This design comes from an exercise in tuning for small area and a short achievable clock period on the open sky130 flow, not from production work. At most, simulation tests tie the RTL to the original design; equivalence was not proved. Power is estimated from default activity; no workload was simulated.

export LEC_CHECK = 0
export CAP_MARGIN = 20
export CORE_AREA = 4 4 316 316
export DIE_AREA = 0 0 320 320
export SETUP_SLACK_MARGIN = 1.2
export SLEW_MARGIN = 20
export SYNTH_HIERARCHICAL = 1
create_clock -name core_clock -period 2.8 [get_ports {clk}]
standard.sh (not shown) runs the stock make flow with config.mk's settings and CLKGATE_MAP_FILE= SYNTH_SCRIPT=/design/flow/synth_recipe.tcl, a recipe that flattens the netlist after the stock synthesis.
==> flow/flow/run.sh <==
#!/bin/bash
# Standard layout, with these changes: the port buffers are the smallest buffer, except that
# the output ports get a stronger buffer and stronger registers after global placement, the
# combinational cells start at their smallest size before floorplanning, and the operand
# pins are placed in runs of positions along the die edge.
set -uo pipefail
HERE=$(pwd)
export BUFFER_PORTS_ARGS="-buffer_cell sky130_fd_sc_hd__buf_1"
export POST_GLOBAL_PLACE_TCL="$HERE/flow/outbuf.tcl"
export PRE_FLOORPLAN_TCL="$HERE/flow/downsize.tcl"
export PRE_IO_PLACEMENT_TCL="$HERE/flow/io.tcl"
bash standard.sh > "$HERE/standard.log" 2>&1
Other scripts of this flow, unchanged in this note and not shown: flow/flow/downsize.tcl, flow/flow/io.tcl, flow/flow/outbuf.tcl
Change:
--- a/flow/design.v
+++ b/flow/design.v
@@ -2,7 +2,7 @@
     localparam int OPERAND_WIDTH = 512;
     localparam int GROUP_WIDTH = 32;
     localparam int NUM_GROUPS = OPERAND_WIDTH / GROUP_WIDTH;
-    localparam int NUM_GROUPS2 = 4;
+    localparam int NUM_GROUPS2 = 2;
     localparam int LEAF_WIDTH = 1;
     localparam int PIPE_LATENCY = 4;
     function automatic bit odd_log2(input int n);
Effect: Maximum frequency is lower by 5.8%; synthesized cell count is about the same; clock power is higher by about 2%; clock skew stays flat; via count is lower by 0.42%; die area does not change; global-route usage barely changes; power shrinks by 1.5%; final area decreases by 0.46%; wire length climbs by 0.62%; cell count hardly moves; register-to-register slack gets worse by 0.33 ns.
No functional check of the RTL was part of the second run of this note.

========
comparator_512bit, a different RTL version from the one above (not shown whole).
Size: about 2100 cells after synthesis, roughly 1000 I/O pins.
export LEC_CHECK = 0
export CAP_MARGIN = 20
export CORE_AREA = 4 4 296 296
export DIE_AREA = 0 0 300 300
export SETUP_SLACK_MARGIN = 1.2
export SLEW_MARGIN = 20
export SYNTH_HIERARCHICAL = 1
create_clock -name core_clock -period 2.8 [get_ports {clk}]
==> flow/flow/run.sh <==
#!/bin/bash
# Standard layout, with two changes: the port buffers are the smallest buffer, and the
# combinational cells start at their smallest size before floorplanning.
set -uo pipefail
HERE=$(pwd)
export BUFFER_PORTS_ARGS="-buffer_cell sky130_fd_sc_hd__buf_1"
export PRE_FLOORPLAN_TCL="$HERE/flow/downsize.tcl"
bash standard.sh > "$HERE/standard.log" 2>&1
==> flow/flow/downsize.tcl <==
# Set every combinational cell from synthesis to its smallest drive strength;
# the resizer steps of the flow size up again only where timing, slew or load need it.
set db [ord::get_db]
set n 0
foreach inst [[ord::get_db_block] getInsts] {
  set name [[$inst getMaster] getName]
  if {![regexp {^(sky130_fd_sc_hd__([a-z0-9]+))_([0-9]+)$} $name -> base fn size]} { continue }
  if {[regexp {^(df|dl|sdf|edf|sed|tap|fill|decap|conb|diode)} $fn]} { continue }
  if {$size <= 1} { continue }
  set small [$db findMaster ${base}_1]
  if {$small eq "NULL" || $small eq ""} { continue }
  $inst swapMaster $small
  incr n
}
puts "downsize: $n cells set to drive strength 1"
Edit:
--- a/flow/design.v
+++ b/flow/design.v
@@ -1,9 +1,9 @@
 package cmp_pkg;
     localparam int OPERAND_WIDTH = 512;
-    localparam int GROUP_WIDTH = 32;
+    localparam int GROUP_WIDTH = 64;
     localparam int NUM_GROUPS = OPERAND_WIDTH / GROUP_WIDTH;
     localparam int LEAF_WIDTH = 1;
     localparam int PIPE_LATENCY = 4;
     typedef struct packed {
         logic [OPERAND_WIDTH-1:0] a;
         logic [OPERAND_WIDTH-1:0] b;
The changed run completed without violations; final area rises by 4.4%; via count rises by 2.2%; die area is unchanged; routed wire length rises by 2.2%; non-clock buffer count rises by 1; setup slack gets worse by 0.039 ns; worst hold slack gets better by 0.0045 ns; synthesized cell count falls by 0.76%; global-route usage is about the same; critical path depth rises by 1.
No run of this note included a check of the RTL's function; only the layout flow was run.

afterwards: timing with drivers on the ports:
How much do the figures lean on ideal ports? The routed layouts below were timed once more, with nothing changed but the port constraints.
Step 1, drivers: a clkbuf_16 drives clk and a buf_2 each remaining input, both assumed.
Step 2 also shifts input and output timing later by t, the mid clock arrival at the registers, as if the neighbouring blocks saw the same clock.
Slacks: ideal ports / drivers / drivers and shift; pairs: ideal ports / drivers.
| run | t, ns | setup slack, ns | worst slew at a driven data input, ns | pins driven straight from the clock port |
|---|---|---|---|---|
| the first run of note 1 | 0.382 | 1.451 / 1.400 / 1.154 | 0.05 | 1 |
| the second run of note 1 | 0.381 | 1.369 / 1.369 / 1.138 | 0.06 | 1 |
| the first run of note 2 | 0.370 | 1.200 / 1.228 / 0.858 | 0.39 | 1 |
| the second run of note 2 | 0.346 | 1.162 / 1.170 / 0.824 | 0.24 | 1 |
After both steps every run listed still meets setup and hold. For the first run of note 2, which loses most, drivers alone change the setup slack by +0.028 ns; drivers and shift together by -0.342 ns.
